Context: an optimization exercise on an open-source flow, tuned for small area and few clock cycles. The choices shown serve that exercise and are no tape-out recipe.
Function was not checked in any run shown here: the RTL went through the layout flow alone.

[flow/config.mk]
export PLATFORM = sky130hd
export DESIGN_NAME = weight_update_engine
export DESIGN_NICKNAME = weight_update_engine
export VERILOG_FILES = /design/flow/design.v
export SDC_FILE = /design/flow/constraint.sdc
export NUM_CORES = 4
export LEC_CHECK = 0
export CAP_MARGIN = 20
export CORE_MARGIN = 2
export CORE_UTILIZATION = 40
export SLEW_MARGIN = 20
export SYNTH_HIERARCHICAL = 1
[flow/constraint.sdc]
create_clock -name core_clock -period 8.5 [get_ports {i_clk}]
set_input_delay 1.7000 -clock core_clock [delete_from_list [all_inputs] [get_ports {i_clk}]]
set_output_delay 1.7000 -clock core_clock [all_outputs]
set_load 0.01 [all_outputs]
[flow/design.v]
module weight_update_engine #(
  parameter int unsigned DATA_W = 16,
  parameter int unsigned FRAC_W = 8,
  parameter int unsigned LANES  = 4,
  parameter int unsigned DEPTH  = 64
) (
  input  logic                    i_clk,
  input  logic                    i_rst,
  input  logic                    i_start,
  input  logic                    i_mode,
  input  logic [DATA_W-1:0]       i_lr,
  input  logic                    i_in_valid,
  output logic                    o_in_ready,
  input  logic [LANES*DATA_W-1:0] i_w_old,
  input  logic [LANES*DATA_W-1:0] i_delta,
  output logic                    o_out_valid,
  input  logic                    i_out_ready,
  output logic [LANES*DATA_W-1:0] o_w_new,
  output logic                    o_busy,
  output logic                    o_done
);
  localparam int unsigned BEATS = DEPTH / LANES;
  localparam int unsigned CNT_W = $clog2(BEATS);
  logic              r_busy;
  logic [CNT_W-1:0]  r_cnt;
  logic [DATA_W-1:0] r_lr;
  logic w_fire;
  logic w_last;
  assign o_busy      = r_busy;
  assign o_in_ready  = r_busy && i_out_ready;
  assign o_out_valid = r_busy && i_in_valid;
  assign w_fire      = r_busy && i_in_valid && i_out_ready;
  assign w_last      = w_fire && (r_cnt == CNT_W'(BEATS - 1));
  assign o_done      = w_last;
  always_ff @(posedge i_clk) begin
    if (i_rst) begin
      r_busy <= 1'b0;
    end else if (!r_busy) begin
      r_busy <= i_start;
    end else if (w_last) begin
      r_busy <= 1'b0;
    end
  end
  always_ff @(posedge i_clk) begin
    if (!r_busy) begin
      r_cnt <= '0;
      r_lr  <= i_mode ? i_lr : {{(DATA_W-FRAC_W){1'b1}}, {FRAC_W{1'b0}}};
    end else if (w_fire) begin
      r_cnt <= r_cnt + CNT_W'(1);
    end
  end
  logic [7:0] w_neg, w_one, w_two;
  logic [16:0] w_lrx;
  assign w_lrx = {r_lr, 1'b0};
  always_comb begin
    for (int k = 0; k < 8; k++) begin
      w_neg[k] = !w_lrx[2*k+2] && (w_lrx[2*k+1] || w_lrx[2*k]);
      w_one[k] = w_lrx[2*k+1] ^ w_lrx[2*k];
      w_two[k] = (w_lrx[2*k+2] && !w_lrx[2*k+1] && !w_lrx[2*k])
              || (!w_lrx[2*k+2] && w_lrx[2*k+1] && w_lrx[2*k]);
    end
  end
  for (genvar g = 0; g < LANES; g++) begin : g_lane
    wue_lane u_lane (
      .d   (i_delta[g*DATA_W +: DATA_W]),
      .w   (i_w_old[g*DATA_W +: DATA_W]),
      .neg (w_neg),
      .one (w_one),
      .two (w_two),
      .r   (o_w_new[g*DATA_W +: DATA_W])
    );
  end
endmodule
module wue_lane (
  input  logic [15:0] d,
  input  logic [15:0] w,
  input  logic [7:0]  neg,
  input  logic [7:0]  one,
  input  logic [7:0]  two,
  output logic [15:0] r
);
  logic [16:0] pp0;
  logic [16:0] pp1;
  logic [16:0] pp2;
  logic [16:0] pp3;
  logic [16:0] pp4;
  logic [16:0] pp5;
  logic [16:0] pp6;
  logic [16:0] pp7;
  logic [16:0] dx;
  assign dx = {d[15], d};
  assign pp0 = (({17{one[0]}} & dx) | ({17{two[0]}} & {dx[15:0], 1'b0})) ^ {17{neg[0]}};
  assign pp1 = (({17{one[1]}} & dx) | ({17{two[1]}} & {dx[15:0], 1'b0})) ^ {17{neg[1]}};
  assign pp2 = (({17{one[2]}} & dx) | ({17{two[2]}} & {dx[15:0], 1'b0})) ^ {17{neg[2]}};
  assign pp3 = (({17{one[3]}} & dx) | ({17{two[3]}} & {dx[15:0], 1'b0})) ^ {17{neg[3]}};
  assign pp4 = (({17{one[4]}} & dx) | ({17{two[4]}} & {dx[15:0], 1'b0})) ^ {17{neg[4]}};
  assign pp5 = (({17{one[5]}} & dx) | ({17{two[5]}} & {dx[15:0], 1'b0})) ^ {17{neg[5]}};
  assign pp6 = (({17{one[6]}} & dx) | ({17{two[6]}} & {dx[15:0], 1'b0})) ^ {17{neg[6]}};
  assign pp7 = (({17{one[7]}} & dx) | ({17{two[7]}} & {dx[15:0], 1'b0})) ^ {17{neg[7]}};
  logic s1;
  logic c2;
  logic s3;
  logic c4;
  logic s5;
  logic c6;
  logic s7;
  logic c8;
  logic s9;
  logic c10;
  logic s11;
  logic c12;
  logic s13;
  logic c14;
  logic s15;
  logic c16;
  logic s17;
  logic c18;
  logic s19;
  logic c20;
  logic s21;
  logic c22;
  logic s23;
  logic c24;
  logic s25;
  logic c26;
  logic s27;
  logic c28;
  logic s29;
  logic c30;
  logic s31;
  logic c32;
  logic s33;
  logic c34;
  logic s35;
  logic c36;
  logic s37;
  logic c38;
  logic s39;
  logic c40;
  logic s41;
  logic c42;
  logic s43;
  logic c44;
  logic s45;
  logic c46;
  logic s47;
  logic c48;
  logic s49;
  logic c50;
  logic s51;
  logic c52;
  logic s53;
  logic c54;
  logic s55;
  logic c56;
  logic s57;
  logic c58;
  logic s59;
  logic c60;
  logic s61;
  logic c62;
  logic s63;
  logic c64;
  logic s65;
  logic c66;
  logic s67;
  logic c68;
  logic s69;
  logic c70;
  logic s71;
  logic c72;
  logic s73;
  logic c74;
  logic s75;
  logic c76;
  logic s77;
  logic c78;
  logic s79;
  logic c80;
  logic s81;
  logic c82;
  logic s83;
  logic c84;
  logic s85;
  logic c86;
  logic s87;
  logic c88;
  logic s89;
  logic c90;
  logic s91;
  logic c92;
  logic s93;
  logic c94;
  logic s95;
  logic c96;
  logic s97;
  logic c98;
  logic s99;
  logic c100;
  logic s101;
  logic c102;
  logic s103;
  logic c104;
  logic s105;
  logic c106;
  logic s107;
  logic c108;
  logic s109;
  logic c110;
  logic s111;
  logic c112;
  logic s113;
  logic c114;
  logic s115;
  logic c116;
  logic s117;
  logic c118;
  logic s119;
  logic c120;
  logic s121;
  logic c122;
  logic s123;
  logic c124;
  logic s125;
  logic c126;
  logic s127;
  logic c128;
  logic s129;
  logic c130;
  logic s131;
  logic c132;
  logic s133;
  logic c134;
  logic s135;
  logic c136;
  logic s137;
  logic c138;
  logic s139;
  logic c140;
  logic s141;
  logic c142;
  logic s143;
  logic c144;
  logic s145;
  logic c146;
  logic s147;
  logic c148;
  logic s149;
  logic c150;
  logic s151;
  logic c152;
  logic s153;
  logic c154;
  logic s155;
  logic c156;
  logic s157;
  logic c158;
  logic s159;
  logic c160;
  logic s161;
  logic c162;
  logic s163;
  logic c164;
  logic s165;
  logic c166;
  logic s167;
  logic c168;
  logic s169;
  logic c170;
  logic s171;
  logic c172;
  logic s173;
  logic c174;
  logic s175;
  logic c176;
  logic s177;
  logic c178;
  logic s179;
  logic c180;
  logic s181;
  logic c182;
  logic s183;
  logic c184;
  logic s185;
  logic c186;
  logic s187;
  logic c188;
  logic s189;
  logic c190;
  logic s191;
  logic c192;
  logic s193;
  logic c194;
  logic s195;
  logic c196;
  logic s197;
  logic c198;
  logic s199;
  logic c200;
  logic s201;
  logic c202;
  logic s203;
  logic c204;
  logic s205;
  logic c206;
  logic s207;
  logic c208;
  logic s209;
  logic c210;
  logic s211;
  logic c212;
  logic s213;
  logic c214;
  logic s215;
  logic c216;
  logic s217;
  logic c218;
  logic s219;
  logic c220;
  logic s221;
  logic c222;
  logic s223;
  logic c224;
  logic s225;
  logic c226;
  logic s227;
  logic c228;
  logic s229;
  logic c230;
  logic s231;
  logic c232;
  logic s233;
  logic c234;
  logic s235;
  logic c236;
  logic s237;
  logic c238;
  logic s239;
  logic c240;
  logic s241;
  logic c242;
  logic s243;
  logic c244;
  logic s245;
  logic c246;
  logic s247;
  logic c248;
  logic s249;
  logic c250;
  logic s251;
  logic c252;
  logic s253;
  logic c254;
  logic s255;
  logic c256;
  logic s257;
  logic c258;
  logic s259;
  logic c260;
  logic s261;
  logic c262;
  logic s263;
  logic c264;
  logic s265;
  logic c266;
  logic s267;
  logic c268;
  logic s269;
  logic c270;
  wue_fa u_fa0 (.a(neg[1]), .b(pp1[0]), .ci(pp0[1]), .s(s1), .co(c2));
  wue_fa u_fa1 (.a(pp1[1]), .b(pp0[2]), .ci(~pp0[3]), .s(s3), .co(c4));
  wue_fa u_fa2 (.a(neg[2]), .b(pp1[2]), .ci(pp2[0]), .s(s5), .co(c6));
  wue_fa u_fa3 (.a(pp0[3]), .b(~pp0[4]), .ci(c4), .s(s7), .co(c8));
  wue_fa u_fa4 (.a(pp1[3]), .b(pp2[1]), .ci(pp0[4]), .s(s9), .co(c10));
  wue_fa u_fa5 (.a(~pp0[5]), .b(c6), .ci(s9), .s(s11), .co(c12));
  wue_fa u_fa6 (.a(neg[3]), .b(pp1[4]), .ci(pp2[2]), .s(s13), .co(c14));
  wue_fa u_fa7 (.a(pp3[0]), .b(pp0[5]), .ci(~pp0[6]), .s(s15), .co(c16));
  wue_fa u_fa8 (.a(c10), .b(s13), .ci(s15), .s(s17), .co(c18));
  wue_fa u_fa9 (.a(pp1[5]), .b(pp2[3]), .ci(pp3[1]), .s(s19), .co(c20));
  wue_fa u_fa10 (.a(pp0[6]), .b(~pp0[7]), .ci(c14), .s(s21), .co(c22));
  wue_fa u_fa11 (.a(c16), .b(s19), .ci(s21), .s(s23), .co(c24));
  wue_fa u_fa12 (.a(neg[4]), .b(w[0]), .ci(pp0[8]), .s(s25), .co(c26));
  wue_fa u_fa13 (.a(pp1[6]), .b(pp2[4]), .ci(pp3[2]), .s(s27), .co(c28));
  wue_fa u_fa14 (.a(pp4[0]), .b(pp0[7]), .ci(c20), .s(s29), .co(c30));
  wue_fa u_fa15 (.a(s25), .b(s27), .ci(c22), .s(s31), .co(c32));
  wue_fa u_fa16 (.a(w[1]), .b(pp0[9]), .ci(pp1[7]), .s(s35), .co(c36));
  wue_fa u_fa17 (.a(pp2[5]), .b(pp3[3]), .ci(pp4[1]), .s(s37), .co(c38));
  wue_fa u_fa18 (.a(c26), .b(c28), .ci(s35), .s(s39), .co(c40));
  wue_fa u_fa19 (.a(s37), .b(c30), .ci(s39), .s(s41), .co(c42));
  wue_fa u_fa20 (.a(neg[5]), .b(w[2]), .ci(pp0[10]), .s(s45), .co(c46));
  wue_fa u_fa21 (.a(pp1[8]), .b(pp2[6]), .ci(pp3[4]), .s(s47), .co(c48));
  wue_fa u_fa22 (.a(pp4[2]), .b(pp5[0]), .ci(c36), .s(s49), .co(c50));
  wue_fa u_fa23 (.a(c38), .b(s45), .ci(s47), .s(s51), .co(c52));
  wue_fa u_fa24 (.a(s49), .b(c40), .ci(s51), .s(s53), .co(c54));
  wue_fa u_fa25 (.a(w[3]), .b(pp0[11]), .ci(pp1[9]), .s(s57), .co(c58));
  wue_fa u_fa26 (.a(pp2[7]), .b(pp3[5]), .ci(pp4[3]), .s(s59), .co(c60));
  wue_fa u_fa27 (.a(pp5[1]), .b(c46), .ci(c48), .s(s61), .co(c62));
  wue_fa u_fa28 (.a(s57), .b(s59), .ci(c50), .s(s63), .co(c64));
  wue_fa u_fa29 (.a(s61), .b(c52), .ci(s63), .s(s65), .co(c66));
  wue_fa u_fa30 (.a(neg[6]), .b(w[4]), .ci(pp0[12]), .s(s69), .co(c70));
  wue_fa u_fa31 (.a(pp1[10]), .b(pp2[8]), .ci(pp3[6]), .s(s71), .co(c72));
  wue_fa u_fa32 (.a(pp4[4]), .b(pp5[2]), .ci(pp6[0]), .s(s73), .co(c74));
  wue_fa u_fa33 (.a(c58), .b(c60), .ci(s69), .s(s75), .co(c76));
  wue_fa u_fa34 (.a(s71), .b(s73), .ci(c62), .s(s77), .co(c78));
  wue_fa u_fa35 (.a(s75), .b(c64), .ci(s77), .s(s79), .co(c80));
  wue_fa u_fa36 (.a(w[5]), .b(pp0[13]), .ci(pp1[11]), .s(s83), .co(c84));
  wue_fa u_fa37 (.a(pp2[9]), .b(pp3[7]), .ci(pp4[5]), .s(s85), .co(c86));
  wue_fa u_fa38 (.a(pp5[3]), .b(pp6[1]), .ci(c70), .s(s87), .co(c88));
  wue_fa u_fa39 (.a(c72), .b(c74), .ci(s83), .s(s89), .co(c90));
  wue_fa u_fa40 (.a(s85), .b(s87), .ci(c76), .s(s91), .co(c92));
  wue_fa u_fa41 (.a(s89), .b(c78), .ci(s91), .s(s93), .co(c94));
  wue_fa u_fa42 (.a(neg[7]), .b(w[6]), .ci(pp0[14]), .s(s97), .co(c98));
  wue_fa u_fa43 (.a(pp1[12]), .b(pp2[10]), .ci(pp3[8]), .s(s99), .co(c100));
  wue_fa u_fa44 (.a(pp4[6]), .b(pp5[4]), .ci(pp6[2]), .s(s101), .co(c102));
  wue_fa u_fa45 (.a(pp7[0]), .b(c84), .ci(c86), .s(s103), .co(c104));
  wue_fa u_fa46 (.a(s97), .b(s99), .ci(s101), .s(s105), .co(c106));
  wue_fa u_fa47 (.a(c88), .b(s103), .ci(c90), .s(s107), .co(c108));
  wue_fa u_fa48 (.a(s105), .b(c92), .ci(s107), .s(s109), .co(c110));
  wue_fa u_fa49 (.a(w[7]), .b(pp0[15]), .ci(pp1[13]), .s(s113), .co(c114));
  wue_fa u_fa50 (.a(pp2[11]), .b(pp3[9]), .ci(pp4[7]), .s(s115), .co(c116));
  wue_fa u_fa51 (.a(pp5[5]), .b(pp6[3]), .ci(pp7[1]), .s(s117), .co(c118));
  wue_fa u_fa52 (.a(c98), .b(c100), .ci(c102), .s(s119), .co(c120));
  wue_fa u_fa53 (.a(s113), .b(s115), .ci(s117), .s(s121), .co(c122));
  wue_fa u_fa54 (.a(c104), .b(s119), .ci(c106), .s(s123), .co(c124));
  wue_fa u_fa55 (.a(s121), .b(c108), .ci(s123), .s(s125), .co(c126));
  wue_fa u_fa56 (.a(w[8]), .b(pp1[14]), .ci(pp2[12]), .s(s129), .co(c130));
  wue_fa u_fa57 (.a(pp3[10]), .b(pp4[8]), .ci(pp5[6]), .s(s131), .co(c132));
  wue_fa u_fa58 (.a(pp6[4]), .b(pp7[2]), .ci(pp0[16]), .s(s133), .co(c134));
  wue_fa u_fa59 (.a(c114), .b(c116), .ci(c118), .s(s135), .co(c136));
  wue_fa u_fa60 (.a(s129), .b(s131), .ci(s133), .s(s137), .co(c138));
  wue_fa u_fa61 (.a(c120), .b(s135), .ci(c122), .s(s139), .co(c140));
  wue_fa u_fa62 (.a(s137), .b(c124), .ci(s139), .s(s141), .co(c142));
  wue_fa u_fa63 (.a(w[9]), .b(pp1[15]), .ci(pp2[13]), .s(s145), .co(c146));
  wue_fa u_fa64 (.a(pp3[11]), .b(pp4[9]), .ci(pp5[7]), .s(s147), .co(c148));
  wue_fa u_fa65 (.a(pp6[5]), .b(pp7[3]), .ci(pp0[16]), .s(s149), .co(c150));
  wue_fa u_fa66 (.a(c130), .b(c132), .ci(c134), .s(s151), .co(c152));
  wue_fa u_fa67 (.a(s145), .b(s147), .ci(s149), .s(s153), .co(c154));
  wue_fa u_fa68 (.a(c136), .b(s151), .ci(c138), .s(s155), .co(c156));
  wue_fa u_fa69 (.a(s153), .b(c140), .ci(s155), .s(s157), .co(c158));
  wue_fa u_fa70 (.a(w[10]), .b(~pp1[16]), .ci(pp2[14]), .s(s161), .co(c162));
  wue_fa u_fa71 (.a(pp3[12]), .b(pp4[10]), .ci(pp5[8]), .s(s163), .co(c164));
  wue_fa u_fa72 (.a(pp6[6]), .b(pp7[4]), .ci(~pp0[16]), .s(s165), .co(c166));
  wue_fa u_fa73 (.a(c146), .b(c148), .ci(c150), .s(s167), .co(c168));
  wue_fa u_fa74 (.a(s161), .b(s163), .ci(s165), .s(s169), .co(c170));
  wue_fa u_fa75 (.a(c152), .b(s167), .ci(c154), .s(s171), .co(c172));
  wue_fa u_fa76 (.a(s169), .b(c156), .ci(s171), .s(s173), .co(c174));
  wue_fa u_fa77 (.a(w[11]), .b(pp3[13]), .ci(pp4[11]), .s(s177), .co(c178));
  wue_fa u_fa78 (.a(pp5[9]), .b(pp6[7]), .ci(pp7[5]), .s(s179), .co(c180));
  wue_fa u_fa79 (.a(~pp2[15]), .b(c162), .ci(c164), .s(s181), .co(c182));
  wue_fa u_fa80 (.a(c166), .b(s177), .ci(s179), .s(s183), .co(c184));
  wue_fa u_fa81 (.a(c168), .b(s181), .ci(c170), .s(s185), .co(c186));
  wue_fa u_fa82 (.a(s183), .b(c172), .ci(s185), .s(s187), .co(c188));
  wue_fa u_fa83 (.a(w[12]), .b(~pp2[16]), .ci(pp3[14]), .s(s191), .co(c192));
  wue_fa u_fa84 (.a(pp4[12]), .b(pp5[10]), .ci(pp6[8]), .s(s193), .co(c194));
  wue_fa u_fa85 (.a(pp7[6]), .b(pp2[15]), .ci(c178), .s(s195), .co(c196));
  wue_fa u_fa86 (.a(c180), .b(s191), .ci(s193), .s(s197), .co(c198));
  wue_fa u_fa87 (.a(c182), .b(s195), .ci(c184), .s(s199), .co(c200));
  wue_fa u_fa88 (.a(s197), .b(c186), .ci(s199), .s(s201), .co(c202));
  wue_fa u_fa89 (.a(w[13]), .b(pp4[13]), .ci(pp5[11]), .s(s205), .co(c206));
  wue_fa u_fa90 (.a(pp6[9]), .b(pp7[7]), .ci(~pp3[15]), .s(s207), .co(c208));
  wue_fa u_fa91 (.a(c192), .b(c194), .ci(s205), .s(s209), .co(c210));
  wue_fa u_fa92 (.a(s207), .b(c196), .ci(c198), .s(s211), .co(c212));
  wue_fa u_fa93 (.a(s209), .b(c200), .ci(s211), .s(s213), .co(c214));
  wue_fa u_fa94 (.a(w[14]), .b(~pp3[16]), .ci(pp4[14]), .s(s217), .co(c218));
  wue_fa u_fa95 (.a(pp5[12]), .b(pp6[10]), .ci(pp7[8]), .s(s219), .co(c220));
  wue_fa u_fa96 (.a(pp3[15]), .b(c206), .ci(c208), .s(s221), .co(c222));
  wue_fa u_fa97 (.a(s217), .b(s219), .ci(s221), .s(s223), .co(c224));
  wue_fa u_fa98 (.a(c210), .b(c212), .ci(s223), .s(s225), .co(c226));
  wue_fa u_fa99 (.a(~w[15]), .b(pp4[15]), .ci(pp5[13]), .s(s229), .co(c230));
  wue_fa u_fa100 (.a(pp6[11]), .b(pp7[9]), .ci(c218), .s(s231), .co(c232));
  wue_fa u_fa101 (.a(c220), .b(s229), .ci(c222), .s(s233), .co(c234));
  wue_fa u_fa102 (.a(s231), .b(c224), .ci(s233), .s(s235), .co(c236));
  wue_fa u_fa103 (.a(~pp4[16]), .b(pp5[14]), .ci(pp6[12]), .s(s239), .co(c240));
  wue_fa u_fa104 (.a(pp7[10]), .b(c230), .ci(s239), .s(s241), .co(c242));
  wue_fa u_fa105 (.a(c232), .b(s241), .ci(c234), .s(s243), .co(c244));
  wue_fa u_fa106 (.a(pp6[13]), .b(pp7[11]), .ci(~pp5[15]), .s(s247), .co(c248));
  wue_fa u_fa107 (.a(c240), .b(s247), .ci(c242), .s(s249), .co(c250));
  wue_fa u_fa108 (.a(~pp5[16]), .b(pp6[14]), .ci(pp7[12]), .s(s253), .co(c254));
  wue_fa u_fa109 (.a(pp5[15]), .b(c248), .ci(s253), .s(s255), .co(c256));
  wue_fa u_fa110 (.a(pp7[13]), .b(~pp6[15]), .ci(c254), .s(s259), .co(c260));
  wue_fa u_fa111 (.a(~pp6[16]), .b(pp7[14]), .ci(pp6[15]), .s(s263), .co(c264));
  wue_ha u_ha0 (.a(s29), .b(c24), .s(s33), .co(c34));
  wue_ha u_ha1 (.a(c32), .b(s41), .s(s43), .co(c44));
  wue_ha u_ha2 (.a(c42), .b(s53), .s(s55), .co(c56));
  wue_ha u_ha3 (.a(c54), .b(c56), .s(s67), .co(c68));
  wue_ha u_ha4 (.a(c66), .b(s79), .s(s81), .co(c82));
  wue_ha u_ha5 (.a(c80), .b(s93), .s(s95), .co(c96));
  wue_ha u_ha6 (.a(c94), .b(s109), .s(s111), .co(c112));
  wue_ha u_ha7 (.a(c110), .b(s125), .s(s127), .co(c128));
  wue_ha u_ha8 (.a(c126), .b(s141), .s(s143), .co(c144));
  wue_ha u_ha9 (.a(c142), .b(s157), .s(s159), .co(c160));
  wue_ha u_ha10 (.a(c158), .b(s173), .s(s175), .co(c176));
  wue_ha u_ha11 (.a(c174), .b(s187), .s(s189), .co(c190));
  wue_ha u_ha12 (.a(c188), .b(s201), .s(s203), .co(c204));
  wue_ha u_ha13 (.a(c202), .b(s213), .s(s215), .co(c216));
  wue_ha u_ha14 (.a(c214), .b(s225), .s(s227), .co(c228));
  wue_ha u_ha15 (.a(c226), .b(s235), .s(s237), .co(c238));
  wue_ha u_ha16 (.a(c236), .b(s243), .s(s245), .co(c246));
  wue_ha u_ha17 (.a(s249), .b(c244), .s(s251), .co(c252));
  wue_ha u_ha18 (.a(s255), .b(c250), .s(s257), .co(c258));
  wue_ha u_ha19 (.a(s259), .b(c256), .s(s261), .co(c262));
  wue_ha u_ha20 (.a(s263), .b(c260), .s(s265), .co(c266));
  wue_ha u_ha21 (.a(~pp7[15]), .b(c264), .s(s267), .co(c268));
  wue_ha u_ha22 (.a(~pp7[16]), .b(pp7[15]), .s(s269), .co(c270));
  logic [31:0] ra, rb, sum;
  assign ra = {c270, c268, c266, c262, c258, c252, c246, c238, c228, c216, c204, c190, c176, c160, c144, c128, c112, c96, c82, c68, s65, c44, c34, s31, c18, c12, c8, s5, c2, ~pp0[2], pp0[0], neg[0]};
  assign rb = {1'b0, s269, s267, s265, s261, s257, s251, s245, s237, s227, s215, s203, s189, s175, s159, s143, s127, s111, s95, s81, s67, s55, s43, s33, s23, s17, s11, s7, s3, s1, ~pp0[1], ~pp0[0]};
  assign sum = ra + rb + 32'h80000000;
  always_comb begin
    if (!sum[31] && (sum[30:23] != 8'h00))
      r = 16'h7fff;
    else if (sum[31] && (sum[30:23] != 8'hff))
      r = 16'h8000;
    else
      r = sum[23:8];
  end
endmodule
module wue_ha (
  input  logic a,
  input  logic b,
  output logic s,
  output logic co
);
  assign s  = a ^ b;
  assign co = a & b;
endmodule
module wue_fa (
  input  logic a,
  input  logic b,
  input  logic ci,
  output logic s,
  output logic co
);
  assign s  = a ^ b ^ ci;
  assign co = (a & b) | (a & ci) | (b & ci);
endmodule
[flow/run.sh]
#!/bin/bash
# synth_recipe.tcl (not shown) runs the flow's synth.tcl, then flattens the netlist and writes it again
# the make line also repeats each setting of config.mk as NAME=value (left out here)
make -C /OpenROAD-flow-scripts/flow DESIGN_CONFIG=/design/flow/config.mk WORK_HOME=/design/flow/orfs CLKGATE_MAP_FILE= SYNTH_SCRIPT=/design/flow/synth_recipe.tcl finish
==> notes.md, run 1 <==
first-pass GRT wire length 157.2 mm; Critical Path RT 6.80 ns; Die H 268.9 um; commonest non-fill, non-tap cells in the layout buf_4 (569), xnor2_1 (476), a22oi_1 (319); Crit Path Max Fanout 7; FMAX 111.8 MHz; r2r setup slk 6.99 ns; TritonCTS clock tree done; Sequential Area 580.6 sq um; share of cells above drive strength 1 43.84%; row cnt 97; area grow syn2layout 46.49%; Die ar. 72320 sq um; most common cell after layout, fill and taps aside buf_4; Worst Setup Start Kind input port; Avg Vias per Cell 5.932; wire per inst 23.38 um; initial antenna violation count 1; status failed layout checks; crit path DAT 7.25 ns; Num CTS Buffers 3; multi-input logic area 30060 sq um; CTS clk-pin slew, worst paths 0.06 ns; DR iter-0 viols 2564; Vias 27470; fin util 58.93%; fillers 5836; Syn Nets 3852; Total GRT Usage 27.52%; fin worst setup slack -0.4486 ns; DP Worst Slack -1.090 ns; final hold violation count 0; max_slew headroom 16.83%; maximum root-to-sink buffer count 2; Hold WC Path Type reg2reg; asr flop ratio synth 0%; Synth Flop Type edfxtp_1; vias in the first global route 28140; Least-Margin Pin Slew 1.243 ns; CP dominant cell by count buf_4; Die Wd 268.9 um; gpl congestion 0.9400; Post-synth EDFFs 16; clock latency on the worst-skew pair 0.29 ns; Setup TNS -20.24 ns; Yosys cell types 54; I/O pins 218; I/O Buffers 217; Cells after Synth 3030; DRT Wirelength 108.3 mm; Starting Density 40.23%; Final Slew Violations 0; Yosys reg bits 21; largest net degree at the start of global routing 69; DR pass1 iterations 6; Seq/Total Area, Yosys 2.068%; cell chain of the critical path clkbuf_2 > buf_6 > a22oi_1 > xnor2_1 > fa_2 > fa_2 > fa_1 > fa_1 > ha_4 > ha_4 > nand4_1 > nor2_1 > o21ai_2 > and2_4 > o41ai_4 > xor2_1 > a211o_1 > o41ai_4 > buf_4 > buf_12 > buf_4 > buf_4 > o21ai_2 > buf_2; RSZ-0062 raised after global routing true; critical path class in2out; YS warnings 8; Max Cap Viol 0; HPWL after detailed placement 74.24 mm; Final Cycle Share 105.3%; Final setup viols 61; crit-path max cell delay 0.62 ns; Failed Checks setup timing; n_diodes 0; fin nets 4514; htree depth 1; Sink Count 21; clock period minus worst slack 8.949 ns; Core Area 69790 sq um; Critical Path Slowest Stage Cell fa_1; Worst setup EP type output pin; Post-Syn Area 28070 sq um; drt drc 0; root buf cell clkbuf_16; clock skew 0.02229 ns; overflow left after global routing 0; syn_area_per_cell 9.265 sq um; post-route ant nets 0; hold buffers post-CTS 0
==> synthesized netlist by cell type, types with 12 or more instances <==
cell | n | area [sq um]
o21ai_1 | 12 | 60.06
ha_1 | 224 | 2803
nor3_1 | 13 | 65.06
clkbuf_1 | 273 | 1025
nand4_1 | 20 | 125.1
xor2_1 | 90 | 788.3
a311oi_1 | 12 | 105.1
a22oi_1 | 480 | 3603
fa_1 | 448 | 8969
xnor2_1 | 548 | 4800
nand3_1 | 47 | 235.2
buf_1 | 32 | 120.1
o21ai_2 | 40 | 350.3
o21bai_1 | 12 | 90.09
a21o_1 | 16 | 120.1
a21oi_2 | 12 | 105.1
nor2b_1 | 17 | 106.4
and2_1 | 25 | 156.4
o21ai_0 | 112 | 560.5
a21boi_0 | 12 | 90.09
a21oi_1 | 138 | 690.7
nor2_1 | 84 | 315.3
nand2_1 | 116 | 435.4
edfxtp_1 | 16 | 480.5
inv_1 | 95 | 356.6
==> logic make-up after synthesis <==
logic type / Yosys count / share of synthesized area, %
buffers and inverters: 408 / 5.669
AOI/OAI and AO/OA: 926 / 23.98
DFF: 21 / 2.068
and+or+nand+nor: 357 / 6.071
muxes: 4 / 0.1426
xor gates and xnor gates: 642 / 20.14
adders and majority gates: 672 / 41.93
==> worst paths after layout <==
| check | cells past startpoint | endpoint | from |
|---|---|---|---|
| worst max-delay path | 24 | o_w_new[13] | i_delta[6] |
| worst min-delay path | 2 | r_cnt[3]$_SDFFE_PN0P_ | r_cnt[3]$_SDFFE_PN0P_ |
| worst max register to register | 1 | r_lr[8]$_SDFFCE_PN1N_ | r_busy$_SDFF_PP0_ |
| worst min register to register | 2 | r_cnt[3]$_SDFFE_PN0P_ | r_cnt[3]$_SDFFE_PN0P_ |
==> cell type report <==
class                           instances  share of cell area [%]
Inverter                               95                  0.8672
Clock buffer                            3                  0.1826
Timing Repair Buffer                  970                   21.58
Multi-Input combinational cell       2601                   73.09
Tap cell                              940                   2.860
Clock inverter                          1                 0.01217
Sequential cell                        21                   1.412
==> through the flow <==
| step | cell area, sq um | hold slack [ns] | instances |
|---|---|---|---|
| floorplan | 28220 | 0.4536 | 3030 |
| global placement | 35500 | 0.4629 | 4450 |
| detailed placement | 35500 | 0.4790 | 4450 |
| CTS | 37680 | 0.4880 | 4518 |
| global route | 41120 | 0.5259 | 4631 |
| finish | 41120 | 0.4938 | 4631 |
==> modules after synthesis (local to each module, per instance) <==
module                cell area (sq um)  times used
wue_lane                           4219           4
weight_update_engine               1076           1
wue_fa                            20.02         448
wue_ha                            12.51          92
==> per-layer routing <==
| metal | track usage, % | share of wire [%] |
|---|---|---|
| met1 | 36.81 | 40 |
| met2 | 45.23 | 46 |
| met4 | 9.264 | 4.3 |
| met3 | 4.457 | 8.9 |
| met5 | 0 | 0.012 |
==> sequential cells by signal, indices dropped and copies added (netlist names) <==
signal,flops
r_busy,1
r_cnt,4
r_lr,16
==> what timing repair did <==
action                                  CTS  global route
gates cloned                             13            27
pin swaps                                86           447
endpoints found under the setup margin   64            64
resized for setup                       425           840
buffers inserted                         51            92
==> critical path, delay by kind of cell <==
family                   cells  cell delay, ns
AO/OA/AOI/OAI                6            1.28
XOR/XNOR                     2            0.35
adder cells (fa/ha/maj)      6            2.51
buffers and inverters        7            0.91
AND/OR/NAND/NOR              3            0.48
==> inputs of run 2 (changes only) <==
==> flow/flow/run.sh (new file) <==
#!/bin/bash
# Standard layout, with the port buffers made from plain buffers instead of delay cells.
set -euo pipefail
bash standard.sh "BUFFER_PORTS_ARGS=-buffer_cell sky130_fd_sc_hd__buf_2" finish > standard.log 2>&1
==> flow/standard.sh (new file) <==
#!/bin/bash
# synth_recipe.tcl (not shown) runs the flow's synth.tcl, then flattens the netlist and writes it again
# the make line also repeats each setting of config.mk as NAME=value (left out here)
make -C /OpenROAD-flow-scripts/flow DESIGN_CONFIG=/design/flow/config.mk WORK_HOME=/design/flow/orfs CLKGATE_MAP_FILE= SYNTH_SCRIPT=/design/flow/synth_recipe.tcl "${@:-finish}"
removed: flow/run.sh
==> run 2 against run 1 <==
The layout still fails its checks (setup timing). Flip-flop and latch count is the same. Non-clock buffer count shrank 222. Worst setup slack better by 0.36 ns. Synthesized cell count unchanged. Area after synthesis unchanged.
==> notes.md, run 2 <==
status failed layout checks; Failed Checks setup timing; Vias 25990 (-5.4%); Final setup viols 50 (-18%); Crit Path Max Fanout 11 (+4); FMAX 116.4 MHz (+4.2%); clock skew 0.01521 ns (-0.007077 ns); fin nets 4295 (-4.9%); fin worst setup slack -0.09081 ns (+0.3577 ns); Hold WC Path Type reg2reg; Synth Flop Type edfxtp_1; Total GRT Usage 26.50% (-1.0 points); maximum root-to-sink buffer count 2 (unchanged); DR pass1 iterations 8 (+2); I/O Buffers 217 (unchanged); RSZ-0062 raised after global routing true; largest net degree at the start of global routing 48 (-30%); Synth area leader fa_1; Top Registers r_lr: 16 flops, r_cnt: 4 flops, r_busy: 1 flops; final hold violation count 0 (unchanged); DP Worst Slack -0.6391 ns (+0.4507 ns); crit path DAT 6.89 ns (-0.36 ns); Avg Vias per Cell 5.889 (-0.73%); Die Wd 268.9 um (unchanged); commonest non-fill, non-tap cells in the layout xnor2_1 (489), buf_4 (453), fa_1 (326); YS warnings 8 (unchanged); number of flip-flops under the largest register name 16 (unchanged); post-route cell area 38270 sq um (-6.9%); synth top area cells fa_1 (32%), xnor2_1 (17%), a22oi_1 (13%); Sink Count 21 (unchanged); first-pass GRT wire length 150.3 mm (-4.4%); dpl cell area 33330 sq um (-6.1%); Post-Syn Area 28070 sq um (unchanged); Num CTS Buffers 3 (unchanged); Syn Nets 3852 (unchanged); clock latency on the worst-skew pair 0.29 ns (about the same); Post-synth top cells xnor2_1 (548), a22oi_1 (480), fa_1 (448); Final Cycle Share 101.1% (-4.2 points); Seq/Total Area, Yosys 2.068% (unchanged); drt drc 0 (unchanged); Core Area 69790 sq um (unchanged); I/O pins 218 (unchanged); Yosys reg bits 21 (unchanged); Yosys cell types 54 (unchanged); hold buffers post-CTS 0 (unchanged); met2 Use GR 43.36% (-1.9 points); cell chain of the critical path buf_8 > buf_6 > a22oi_2 > xnor2_2 > fa_2 > fa_2 > fa_1 > fa_1 > ha_4 > ha_4 > nand2_1 > o21ai_4 > nand3_2 > and2_4 > o41ai_4 > xor2_1 > a211o_1 > o41ai_4 > buf_4 > clkbuf_16 > o21ai_2 > buf_2; max_slew headroom 31.19% (+14 points); Post-synth EDFFs 16 (unchanged); post-synth top area share 31.95% (unchanged); vias in the first global route 26680 (-5.2%); Max Cap Viol 0 (unchanged); Final Slew Violations 0 (unchanged); most frequent cell after synthesis xnor2_1; Least-Margin Pin Slew 1.031 ns (-0.2117 ns); area grow syn2layout 36.34%; post-route ant nets 0 (unchanged); Worst setup EP type output pin; share of cells above drive strength 1 41.39% (-2.4 points); Starting Density 40.23% (unchanged); asr flop ratio synth 0% (unchanged); gpl congestion 0.9073 (-3.5%); Die ar. 72320 sq um (unchanged); Worst Setup Start Kind input port; Critical Path RT 6.80 ns (about the same); GR Util met1 35.65% (-1.2 points); row cnt 97 (unchanged); HPWL after detailed placement 72.49 mm (-2.4%); root buf cell clkbuf_16; DR iter-0 viols 2062 (-20%); initial antenna violation count 9 (+8); clock period minus worst slack 8.591 ns (-0.3577 ns); crit-path max cell delay 0.53 ns (-0.09 ns); Die H 268.9 um (unchanged); Top reg by flops r_lr; CTS clk-pin slew, worst paths 0.06 ns (about the same); layer with the highest usage met2; multi-input logic area 29560 sq um (-1.7%); r2r setup slk 7.01 ns (+0.02 ns); syn_area_per_cell 9.265 sq um (unchanged); most common cell after layout, fill and taps aside xnor2_1; Cells after Synth 3030 (unchanged); critical path class in2out; wire per inst 22.59 um (-3.4%); TritonCTS clock tree done; htree depth 1 (unchanged); fillers 6096 (+4.5%); DRT Wirelength 99.69 mm (-7.9%); met3 GRT Util 5.416% (+0.96 points); overflow left after global routing 0 (unchanged); Critical Path Slowest Stage Cell fa_1; Sequential Area 580.6 sq um (unchanged)
run 2: cell counts after synthesis:
No cell type changed its count.
run 2: cell families after synthesis:
| logic type | after synthesis | synth area share (%) |
|---|---|---|
| compound gates | 926 | 23.98 |
| xor+xnor | 642 | 20.14 |
| fa+ha+maj | 672 | 41.93 |
| buf+inv | 408 | 5.669 |
| flops | 21 | 2.068 |
| mux | 4 | 0.1426 |
| simple gates | 357 | 6.071 |
run 2: final timing paths:
check,from,endpoint,cells after the start
worst min-delay path,r_cnt[1]$_SDFFE_PN0P_,r_cnt[1]$_SDFFE_PN0P_,2
worst max register to register,r_busy$_SDFF_PP0_,r_lr[4]$_SDFFCE_PN0N_,1
worst max-delay path,i_delta[56],o_w_new[62],22
worst min register to register,r_cnt[1]$_SDFFE_PN0P_,r_cnt[1]$_SDFFE_PN0P_,2
run 2: per-layer routing:
| layer | routed length (um) | share of wire [%] | up-vias |
|---|---|---|---|
| li1 | - | - | 11580 |
| met1 | 41860 | 42 | 12940 |
| met2 | 46470 | 47 | 1230 |
| met3 | 8339 | 8.4 | 231 |
| met4 | 2959 | 3.0 | 12 |
| met5 | 64 | 0.064 | - |
run 2: final cells by class:
class / count / area share, %
Clock inverter: 1 / 0.01308
Antenna cell: 1 / 0.006538
Timing Repair Buffer: 748 / 17.04
Tap cell: 940 / 3.073
Multi-Input combinational cell: 2604 / 77.22
Clock buffer: 3 / 0.1961
Sequential cell: 21 / 1.517
Inverter: 95 / 0.9317
run 2: what timing repair did:
action,in CTS,in global routing
pin swaps,182,241
setup endpoints to repair,60,61
buffers inserted,45,33
resized for setup,418,403
endpoints found under the hold margin,0,0
cloned,8,7
run 2: per-module statistics from Yosys (local to each module, per instance):
module | copies in the design | flops+latches | cells inside
wue_lane | 4 | 0 | 595
weight_update_engine | 1 | 21 | 110
wue_fa | 448 | 0 | 1
wue_ha | 92 | 0 | 1
run 2: per-stage QoR:
stage	TNS, ns	cells	utilization [%]	hold slack (ns)
finish	-2.198	4413	54.85	0.4794
global route	-13.04	4413	54.85	0.5070
CTS	-1.608	4377	51.53	0.4828
detailed placement	-17.79	4324	47.77	0.4738
global placement	-16.81	4324	47.77	0.4645
floorplan	0	3030	-	0.4536
run 2: worst max-delay path: cells and delay by family:
family / cells / cell delay (ns)
buf+inv: 5 / 0.74
fa+ha+maj: 6 / 2.37
xor+xnor: 2 / 0.28
simple gates: 3 / 0.36
compound gates: 6 / 1.41
==> inputs of run 3 (changes only) <==
--- a/flow/design.v
+++ b/flow/design.v
@@ -505,14 +505,21 @@
   logic [31:0] ra, rb, sum;
   assign ra = {c270, c268, c266, c262, c258, c252, c246, c238, c228, c216, c204, c190, c176, c160, c144, c128, c112, c96, c82, c68, s65, c44, c34, s31, c18, c12, c8, s5, c2, ~pp0[2], pp0[0], neg[0]};
   assign rb = {1'b0, s269, s267, s265, s261, s257, s251, s245, s237, s227, s215, s203, s189, s175, s159, s143, s127, s111, s95, s81, s67, s55, s43, s33, s23, s17, s11, s7, s3, s1, ~pp0[1], ~pp0[0]};
-  assign sum = ra + rb + 32'h80000000;
+  logic [23:0] lo;
+  logic [8:0]  hi0, hi1;
+  logic        ovf0, ovf1, ovf, sgn;
+  assign lo   = {1'b0, ra[22:0]} + {1'b0, rb[22:0]};
+  assign hi0  = ra[31:23] + rb[31:23] + 9'h100;
+  assign hi1  = ra[31:23] + rb[31:23] + 9'h100 + 9'h001;
+  assign ovf0 = (hi0 != 9'h000) && (hi0 != 9'h1ff);
+  assign ovf1 = (hi1 != 9'h000) && (hi1 != 9'h1ff);
+  assign ovf  = lo[23] ? ovf1 : ovf0;
+  assign sgn  = lo[23] ? hi1[8] : hi0[8];
   always_comb begin
-    if (!sum[31] && (sum[30:23] != 8'h00))
-      r = 16'h7fff;
-    else if (sum[31] && (sum[30:23] != 8'hff))
-      r = 16'h8000;
+    if (ovf)
+      r = sgn ? 16'h8000 : 16'h7fff;
     else
-      r = sum[23:8];
+      r = {ra[23] ^ rb[23] ^ lo[23], lo[22:8]};
   end
 endmodule
 module wue_ha (
==> run 3 against run 2 <==
The layout still fails its checks (setup timing). Design area decreased by 14%. Area after synthesis shrank 4.4%. Clock skew decreased by 0.0035 ns. Non-clock buffer count down 167. Synthesized cell count shrank 8.2%. Via count decreased by 9.7%. Core utilization down 5.0 points. Final cell count fell by 11%. Wire length shrank 8.6%. First-iteration DRC count is 3.8% lower. Worst setup slack worse by 0.031 ns. Highest routed layer unchanged.
==> notes.md, run 3 <==
dpl cell area 30950 sq um (-7.2%); htree depth 1 (unchanged); Core Area 66100 sq um (-5.3%); Max Cap Viol 0 (unchanged); Fin Hold WS 0.4894 ns (+0.009980 ns); worst reg2reg path startpoint r_busy$_SDFF_PP0_; met2 Use GR 45.52% (+2.2 points); CP dominant cell by count fa_2; post-synth top area share 33.71% (+1.8 points); Die H 263.1 um (-2.2%); Final Slew Violations 0 (unchanged); GR Util met1 32.95% (-2.7 points); commonest non-fill, non-tap cells in the layout xnor2_1 (514), a22oi_1 (419), fa_1 (381); Yosys reg bits 21 (unchanged); Post-synth EDFFs 16 (unchanged); Die ar. 69200 sq um (-4.3%); Least-Margin Pin Slew 0.8724 ns (-0.1586 ns); fin nets 3901 (-9.2%); Worst Setup SP i_delta[43]; wire per inst 23.13 um (+2.4%); CTS clk-pin slew, worst paths 0.06 ns (about the same); crit-path max cell delay 0.55 ns (+0.02 ns); r2r setup slk 7.16 ns (+0.15 ns); Failed Checks setup timing; row cnt 94 (-3.1%); crit path DAT 6.92 ns (+0.03 ns); Post-synth top cells xnor2_1 (540), a22oi_1 (480), fa_1 (452); DR pass1 iterations 6 (-2); most frequent cell after synthesis xnor2_1; gpl congestion 0.9011 (-0.68%); Total GRT Usage 25.65% (-0.84 points); Top Registers r_lr: 16 flops, r_cnt: 4 flops, r_busy: 1 flops; Post-Syn Area 26850 sq um (-4.4%); Cells after Synth 2782 (-8.2%); TritonCTS clock tree done; Vias 23480 (-9.7%); layer with the highest usage met2; Worst setup EP type output pin; Avg Vias per Cell 5.960 (+1.2%); synth top area cells fa_1 (34%), xnor2_1 (18%), a22oi_1 (13%); area grow syn2layout 22.62%; cell chain of the critical path buf_2 > a22oi_1 > xnor2_1 > fa_2 > fa_1 > fa_2 > fa_2 > ha_4 > ha_4 > fa_2 > a21o_1 > a221oi_2 > xnor2_1 > and4_1 > or3b_4 > or3b_4 > nand3_4 > o31ai_1 > buf_2; Final Cycle Share 101.4% (+0.36 points); Sink Count 21 (unchanged); max_slew headroom 41.83% (+11 points); HPWL after detailed placement 69.63 mm (-3.9%); RSZ-0062 raised after global routing true; Synth Flop Type edfxtp_1; Hold WC Path Type reg2reg; Top reg by flops r_lr; fillers 6124 (+0.46%); drt drc 0 (unchanged); worst r2r path cells 1 (unchanged); vias in the first global route 25270 (-5.3%); Worst Setup EP o_w_new[35]; largest net degree at the start of global routing 69 (+44%); clock latency on the worst-skew pair 0.27 ns (-0.02 ns); worst r2r dst r_lr[0]$_SDFFCE_PN0N_; root buf cell clkbuf_16; fin worst setup slack -0.1217 ns (-0.03085 ns); met3 GRT Util 2.628% (-2.8 points); YS warnings 8 (unchanged); maximum root-to-sink buffer count 2 (unchanged); asr flop ratio synth 0% (unchanged); Syn Nets 3608 (-6.3%); share of cells above drive strength 1 30.19% (-11 points); first-pass GRT wire length 141.6 mm (-5.8%); Final setup viols 46 (-8.0%); post-route cell area 32920 sq um (-14%); DR iter-0 viols 1984 (-3.8%); post-route ant nets 0 (unchanged); Worst Setup Start Kind input port; syn_area_per_cell 9.650 sq um (+4.2%); Starting Density 40.61% (+0.39 points); most common cell after layout, fill and taps aside xnor2_1; Die Wd 263.1 um (-2.2%); clock skew 0.01176 ns (-0.003453 ns); I/O pins 218 (unchanged); hold buffers post-CTS 0 (unchanged); number of flip-flops under the largest register name 16 (unchanged); final hold violation count 0 (unchanged); Num CTS Buffers 3 (unchanged); Critical Path RT 6.80 ns (about the same); Synth area leader fa_1; overflow left after global routing 0 (unchanged); Critical Path Slowest Stage Cell fa_2; critical path class in2out; FMAX 116.0 MHz (-0.36%); Crit Path Max Fanout 8 (-3); status failed layout checks; DP Worst Slack -0.4359 ns (+0.2032 ns); initial antenna violation count 4 (-5); Setup TNS -2.618 ns (-0.4195 ns); Seq/Total Area, Yosys 2.163% (+0.094 points); DRT Wirelength 91.10 mm (-8.6%); clock period minus worst slack 8.622 ns (+0.03085 ns); I/O Buffers 217 (unchanged); Yosys cell types 58 (+7.4%)
==> run 3: how the worst min path moves through the flow <==
stage          cells after the start               endpoint  slack [ns]                  start
3_5_place_dp                       2  r_cnt[1]$_SDFFE_PN0P_        0.48  r_cnt[1]$_SDFFE_PN0P_
2_1_floorplan                      2  r_cnt[1]$_SDFFE_PN0P_        0.45  r_cnt[1]$_SDFFE_PN0P_
5_1_grt                            2  r_cnt[1]$_SDFFE_PN0P_        0.51  r_cnt[1]$_SDFFE_PN0P_
4_1_cts                            2  r_cnt[1]$_SDFFE_PN0P_        0.49  r_cnt[1]$_SDFFE_PN0P_
6_report                           2  r_cnt[1]$_SDFFE_PN0P_        0.49  r_cnt[1]$_SDFFE_PN0P_
3_3_place_gp                       2  r_cnt[1]$_SDFFE_PN0P_        0.46  r_cnt[1]$_SDFFE_PN0P_
==> run 3: kinds of logic after synthesis <==
logic type / synth area share (%)
compound gates: 22.11
xor+xnor: 20.03
fa+ha+maj: 44.15
buf+inv: 5.611
flops: 2.163
mux: 0.3542
simple gates: 5.583
==> run 3: area by class of cell <==
type                            count  area [sq um]  share of cell area (%)
Antenna cell                        1         2.502                0.007602
Clock buffer                        3         75.07                  0.2281
Clock inverter                      1         5.005                 0.01520
Inverter                           79         296.5                  0.9008
Multi-Input combinational cell   2389         26260                   79.78
Sequential cell                    21         580.6                   1.764
Tap cell                          864          1081                   3.284
Timing Repair Buffer              581          4617                   14.03
==> run 3: timing repair <==
item                                    in CTS  in global routing
endpoints found under the setup margin      62                 64
gates resized for setup                    208                141
cloned                                       4                  1
pin swaps                                   76                 73
buffers inserted                            27                  9
==> run 3: through the flow <==
stage                     cells  util [%]
after floorplan            2782         -
after global placement     3894     46.82
after detailed placement   3894     46.82
after CTS                  3928     48.75
after global routing       3938     49.80
final                      3939     49.80
==> run 3: routing by layer <==
metal | vias to the layer above | share of wire, %
li1 | 10400 | -
met1 | 11900 | 40
met2 | 1030 | 50
met3 | 143 | 6.2
met4 | 6 | 2.9
met5 | - | 0.050
==> run 3: modules after synthesis, one instance, submodules excluded <==
| module | flip-flops and latches | times used | cells inside | area (sq um) |
|---|---|---|---|---|
| wue_ha | 0 | 92 | 1 | 12.51 |
| wue_fa | 0 | 448 | 1 | 20.02 |
| weight_update_engine | 21 | 1 | 110 | 1076 |
| wue_lane | 0 | 4 | 533 | 3913 |
==> run 3: worst max-delay path, delay by kind of cell <==
kind,cells,cell delay [ns]
buf+inv,2,0.36
xor+xnor,2,0.33
simple gates,4,1.25
compound gates,4,0.73
fa+ha+maj,7,2.52
==> inputs of run 4 (changes only) <==
--- a/flow/design.v
+++ b/flow/design.v
@@ -21,16 +21,24 @@
 );
   localparam int unsigned BEATS = DEPTH / LANES;
   localparam int unsigned CNT_W = $clog2(BEATS);
-  logic              r_busy;
-  logic [CNT_W-1:0]  r_cnt;
-  logic [DATA_W-1:0] r_lr;
-  logic w_fire;
+  logic                    r_busy;
+  logic [CNT_W-1:0]        r_cnt;       
+  logic [DATA_W-1:0]       r_lr;
+  logic                    r_valid;
+  logic [LANES*DATA_W-1:0] r_w_new;
+  logic [LANES*DATA_W-1:0] w_w_new;
+  logic w_in_fire;
+  logic w_out_fire;
+  logic w_cnt_last;
   logic w_last;
+  assign w_cnt_last  = (r_cnt == CNT_W'(BEATS - 1));
   assign o_busy      = r_busy;
-  assign o_in_ready  = r_busy && i_out_ready;
-  assign o_out_valid = r_busy && i_in_valid;
-  assign w_fire      = r_busy && i_in_valid && i_out_ready;
-  assign w_last      = w_fire && (r_cnt == CNT_W'(BEATS - 1));
+  assign o_in_ready  = r_busy && (!r_valid || (i_out_ready && !w_cnt_last));
+  assign w_in_fire   = i_in_valid && o_in_ready;
+  assign w_out_fire  = r_valid && i_out_ready;
+  assign w_last      = w_out_fire && w_cnt_last;
+  assign o_out_valid = r_valid;
+  assign o_w_new     = r_w_new;
   assign o_done      = w_last;
   always_ff @(posedge i_clk) begin
     if (i_rst) begin
@@ -42,10 +50,20 @@
     end
   end
   always_ff @(posedge i_clk) begin
+    if (i_rst) begin
+      r_valid <= 1'b0;
+    end else if (!r_valid || i_out_ready) begin
+      r_valid <= w_in_fire;
+    end
+  end
+  always_ff @(posedge i_clk) begin
+    if (w_in_fire) r_w_new <= w_w_new;
+  end
+  always_ff @(posedge i_clk) begin
     if (!r_busy) begin
       r_cnt <= '0;
       r_lr  <= i_mode ? i_lr : {{(DATA_W-FRAC_W){1'b1}}, {FRAC_W{1'b0}}};
-    end else if (w_fire) begin
+    end else if (w_out_fire) begin
       r_cnt <= r_cnt + CNT_W'(1);
     end
   end
@@ -67,7 +85,7 @@
       .neg (w_neg),
       .one (w_one),
       .two (w_two),
-      .r   (o_w_new[g*DATA_W +: DATA_W])
+      .r   (w_w_new[g*DATA_W +: DATA_W])
     );
   end
 endmodule
@@ -505,21 +523,14 @@
   logic [31:0] ra, rb, sum;
   assign ra = {c270, c268, c266, c262, c258, c252, c246, c238, c228, c216, c204, c190, c176, c160, c144, c128, c112, c96, c82, c68, s65, c44, c34, s31, c18, c12, c8, s5, c2, ~pp0[2], pp0[0], neg[0]};
   assign rb = {1'b0, s269, s267, s265, s261, s257, s251, s245, s237, s227, s215, s203, s189, s175, s159, s143, s127, s111, s95, s81, s67, s55, s43, s33, s23, s17, s11, s7, s3, s1, ~pp0[1], ~pp0[0]};
-  logic [23:0] lo;
-  logic [8:0]  hi0, hi1;
-  logic        ovf0, ovf1, ovf, sgn;
-  assign lo   = {1'b0, ra[22:0]} + {1'b0, rb[22:0]};
-  assign hi0  = ra[31:23] + rb[31:23] + 9'h100;
-  assign hi1  = ra[31:23] + rb[31:23] + 9'h100 + 9'h001;
-  assign ovf0 = (hi0 != 9'h000) && (hi0 != 9'h1ff);
-  assign ovf1 = (hi1 != 9'h000) && (hi1 != 9'h1ff);
-  assign ovf  = lo[23] ? ovf1 : ovf0;
-  assign sgn  = lo[23] ? hi1[8] : hi0[8];
+  assign sum = ra + rb + 32'h80000000;
   always_comb begin
-    if (ovf)
-      r = sgn ? 16'h8000 : 16'h7fff;
+    if (!sum[31] && (sum[30:23] != 8'h00))
+      r = 16'h7fff;
+    else if (sum[31] && (sum[30:23] != 8'hff))
+      r = 16'h8000;
     else
-      r = {ra[23] ^ rb[23] ^ lo[23], lo[22:8]};
+      r = sum[23:8];
   end
 endmodule
 module wue_ha (
==> run 4 against run 3 <==
The run now finishes clean. Core utilization shrank 6.4 points. Via count grew 3.9%. Die area up 12%. Register-to-register slack got worse by 6.3 ns. Sequential share of layout area up 6.1 points. Non-clock buffer count shrank 296. Largest cell class unchanged.
==> notes.md, run 4 <==
status complete, no violations; Top Registers r_w_new: 64 flops, r_lr: 16 flops, r_cnt: 4 flops; Synth area leader fa_1; clock skew 0.01730 ns (+0.005541 ns); Fin Hold WS 0.4897 ns (+0.0002960 ns); post-synth top area share 29.86% (-3.8 points); Final Cycle Share 90.22% (-11 points); I/O pins 218 (unchanged); Yosys cell types 54 (-6.9%); overflow left after global routing 0 (unchanged); cell chain of the critical path nand2_1 > o21ai_4 > buf_4 > a22oi_1 > xnor2_1 > fa_1 > fa_1 > fa_1 > fa_1 > ha_1 > ha_1 > nand2_1 > o21ai_0 > o21ai_0 > and2_1 > o41ai_1 > xor2_1 > a211o_1 > o41ai_4 > buf_4 > o21ai_0; DRT Wirelength 93.29 mm (+2.4%); FMAX 130.4 MHz (+12%); maximum root-to-sink buffer count 2 (unchanged); vias in the first global route 25180 (-0.37%); wire per inst 22.97 um (-0.68%); crit path DAT 7.77 ns (+0.85 ns); TritonCTS clock tree done; Cells after Synth 3099 (+11%); HPWL after detailed placement 68.70 mm (-1.3%); Hold WC Path Type reg2reg; Worst Setup Start Kind flip-flop; Crit Path Max Fanout 31 (+23); Die H 278.0 um (+5.7%); clock period minus worst slack 7.669 ns (-0.9530 ns); Total GRT Usage 24.03% (-1.6 points); fin nets 3904 (+0.077%); Worst setup EP type flip-flop; YS warnings 8 (unchanged); gpl congestion 0.8696 (-3.5%); Final Slew Violations 0 (unchanged); most frequent cell after synthesis xnor2_1; number of flip-flops under the largest register name 64 (+48); final hold violation count 0 (unchanged); area grow syn2layout 7.460%; DRT met1 WL 41.08 mm (+12%); Core Area 74450 sq um (+13%); Seq/Total Area, Yosys 8.398% (+6.2 points); Vias 24400 (+3.9%); I/O Buffers 217 (unchanged); crit-path max cell delay 0.89 ns (+0.34 ns); fin worst setup slack 0.8314 ns (+0.9530 ns); Top reg by flops r_w_new; max_slew headroom 23.17% (-19 points); Critical Path RT 8.60 ns (+1.80 ns); post-route ant nets 0 (unchanged); DR pass1 iterations 6 (unchanged); CP dominant cell by count fa_1; share of cells above drive strength 1 13.48% (-17 points); htree depth 3 (+2); Post-synth EDFFs 80 (+64); Syn Nets 3921 (+8.7%); commonest non-fill, non-tap cells in the layout xnor2_1 (548), a22oi_1 (480), fa_1 (448); Least-Margin Pin Slew 1.148 ns (+0.2757 ns); syn_area_per_cell 9.693 sq um (+0.44%); post-CTS setup buffer count 0 (-100%); DP Worst Slack 0.7070 ns (+1.143 ns); DR iter-0 viols 1992 (+0.40%); Starting Density 40.35% (-0.27 points); Synth Flop Type edfxtp_1; clock latency on the worst-skew pair 0.40 ns (+0.13 ns); post-route cell area 32280 sq um (-1.9%); synth top area cells fa_1 (30%), xnor2_1 (16%), a22oi_1 (12%); DR top layer met5; critical path class reg2reg; largest net degree at the start of global routing 73 (+5.8%); Num CTS Buffers 9 (+6); root buf cell clkbuf_16; RSZ-0062 raised after global routing false; drt drc 0 (unchanged); Post-Syn Area 30040 sq um (+12%); row cnt 100 (+6.4%); hold buffers post-CTS 0 (unchanged); Die Wd 278.0 um (+5.7%); dpl cell area 31960 sq um (+3.3%); asr flop ratio synth 0% (unchanged); Post-CTS Resized 0 (-100%); Avg Vias per Cell 6.007 (+0.78%); CTS clk-pin slew, worst paths 0.08 ns (+0.02 ns); r2r setup slk 0.83 ns (-6.33 ns); first-pass GRT wire length 146.6 mm (+3.6%); Critical Path Slowest Stage Cell o21ai_4; fillers 7271 (+19%); Final setup viols 0 (-100%); Max Cap Viol 0 (unchanged); Sink Count 86 (+310%); Die ar. 77300 sq um (+12%); initial antenna violation count 10 (+6); DR WL met3 6.907 mm (+22%); Yosys reg bits 86 (+310%); WL met2 42.84 mm (-6.7%); most common cell after layout, fill and taps aside xnor2_1; Setup TNS 0 ns (+2.618 ns); Post-synth top cells xnor2_1 (548), a22oi_1 (480), fa_1 (448)
==> run 4: cell types whose count changed in the layout (fill, tap and decap cells not counted), moves of 31 or more <==
cell	change
buf_4	-270
a21oi_1	+95
fa_2	-71
fa_1	+67
edfxtp_1	+64
a22oi_1	+61
a22oi_2	-61
nand2_1	+42
nor2_1	+37
buf_2	+35
xnor2_1	+34
nand3_1	+33
buf_12	-31
==> run 4: stage by stage <==
stage | instances | utilization (%)
2_1_floorplan | 3099 | -
3_3_place_gp | 4040 | 42.93
3_5_place_dp | 4040 | 42.93
4_1_cts | 4055 | 43.34
5_1_grt | 4057 | 43.34
6_report | 4061 | 43.36
==> run 4: final cells by class <==
cell class,count,area [sq um],area share (%)
sequential,86,2522,7.815
tap,969,1212,3.756
inverter,95,356.6,1.105
clock inverter,4,72.57,0.2248
antenna,6,15.01,0.04652
clock buffer,11,232.7,0.7210
multi-input combinational,2605,26100,80.84
timing repair buffer,285,1772,5.489
==> run 4: routing by layer <==
metal  GRT usage (%)  vias to the layer above
li1                -                    10920
met1           33.75                    12160
met2           38.40                     1142
met3           3.308                      161
met4           7.332                        8
met5               0                        -
==> run 4: worst paths after layout <==
check,from,depth (start not counted),endpoint
worst min-delay path,r_cnt[1]$_SDFFE_PN0N_,2,r_cnt[1]$_SDFFE_PN0N_
worst max register to register,r_lr[5]$_SDFFCE_PN0N_,21,r_w_new[48]$_DFFE_PP_
worst min register to register,r_cnt[1]$_SDFFE_PN0N_,2,r_cnt[1]$_SDFFE_PN0N_
worst max-delay path,r_lr[5]$_SDFFCE_PN0N_,21,r_w_new[48]$_DFFE_PP_
==> run 4: cells by family after synthesis <==
group	after synthesis	share of synthesized area, %
compound gates	929	22.49
xor+xnor	642	18.82
fa+ha+maj	672	39.19
buf+inv	408	5.298
flops	86	8.398
mux	4	0.1333
simple gates	358	5.678
==> run 4: worst max-delay path: cells and delay by family, from the launching register on <==
kind / cells / cell delay (ns)
compound gates: 8 / 2.77
flops: 1 / 0.54
fa+ha+maj: 6 / 2.54
xor+xnor: 2 / 0.41
simple gates: 3 / 0.41
buf+inv: 2 / 0.68
==> run 4: per-module statistics from Yosys, one instance, submodules excluded <==
| module | copies in the design | flops+latches | cells |
|---|---|---|---|
| weight_update_engine | 1 | 86 | 179 |
| wue_fa | 448 | 0 | 1 |
| wue_lane | 4 | 0 | 595 |
| wue_ha | 92 | 0 | 1 |

-- re-timing with driven ports --
In the flow no input, the clock included, has a driving cell. The finished layouts below were timed again as built, in two steps. Step 1 sets driving cells, clkbuf_16 on the clock port and buf_2 on the other inputs (assumed; they add their load-dependent delay and slew). Step 2 adds t to the input delays and takes it off the output delays; t is the mean of the earliest and latest rising clock arrival at the registers after step 1. Input paths then give back, and output paths get back, about the clock's delay inside the block. Three values: ideal, step 1, step 2; two values: the first two.
| run | t (ns) | setup slack, ns | hold WS [ns] |
|---|---|---|---|
| run 1 | 0.332 | -0.449 / -0.494 / -0.485 | 0.494 / 0.494 / 0.494 |
| run 2 | 0.328 | -0.091 / -0.165 / -0.165 | 0.479 / 0.479 / 0.479 |
| run 3 | 0.309 | -0.122 / -0.169 / -0.169 | 0.489 / 0.489 / 0.489 |
| run 4 | 0.444 | 0.831 / 0.831 / 0.640 | 0.490 / 0.490 / 0.490 |
The setup slack of run 4, which loses most, moves by 0.000 ns with the drivers and by -0.191 ns with both steps.
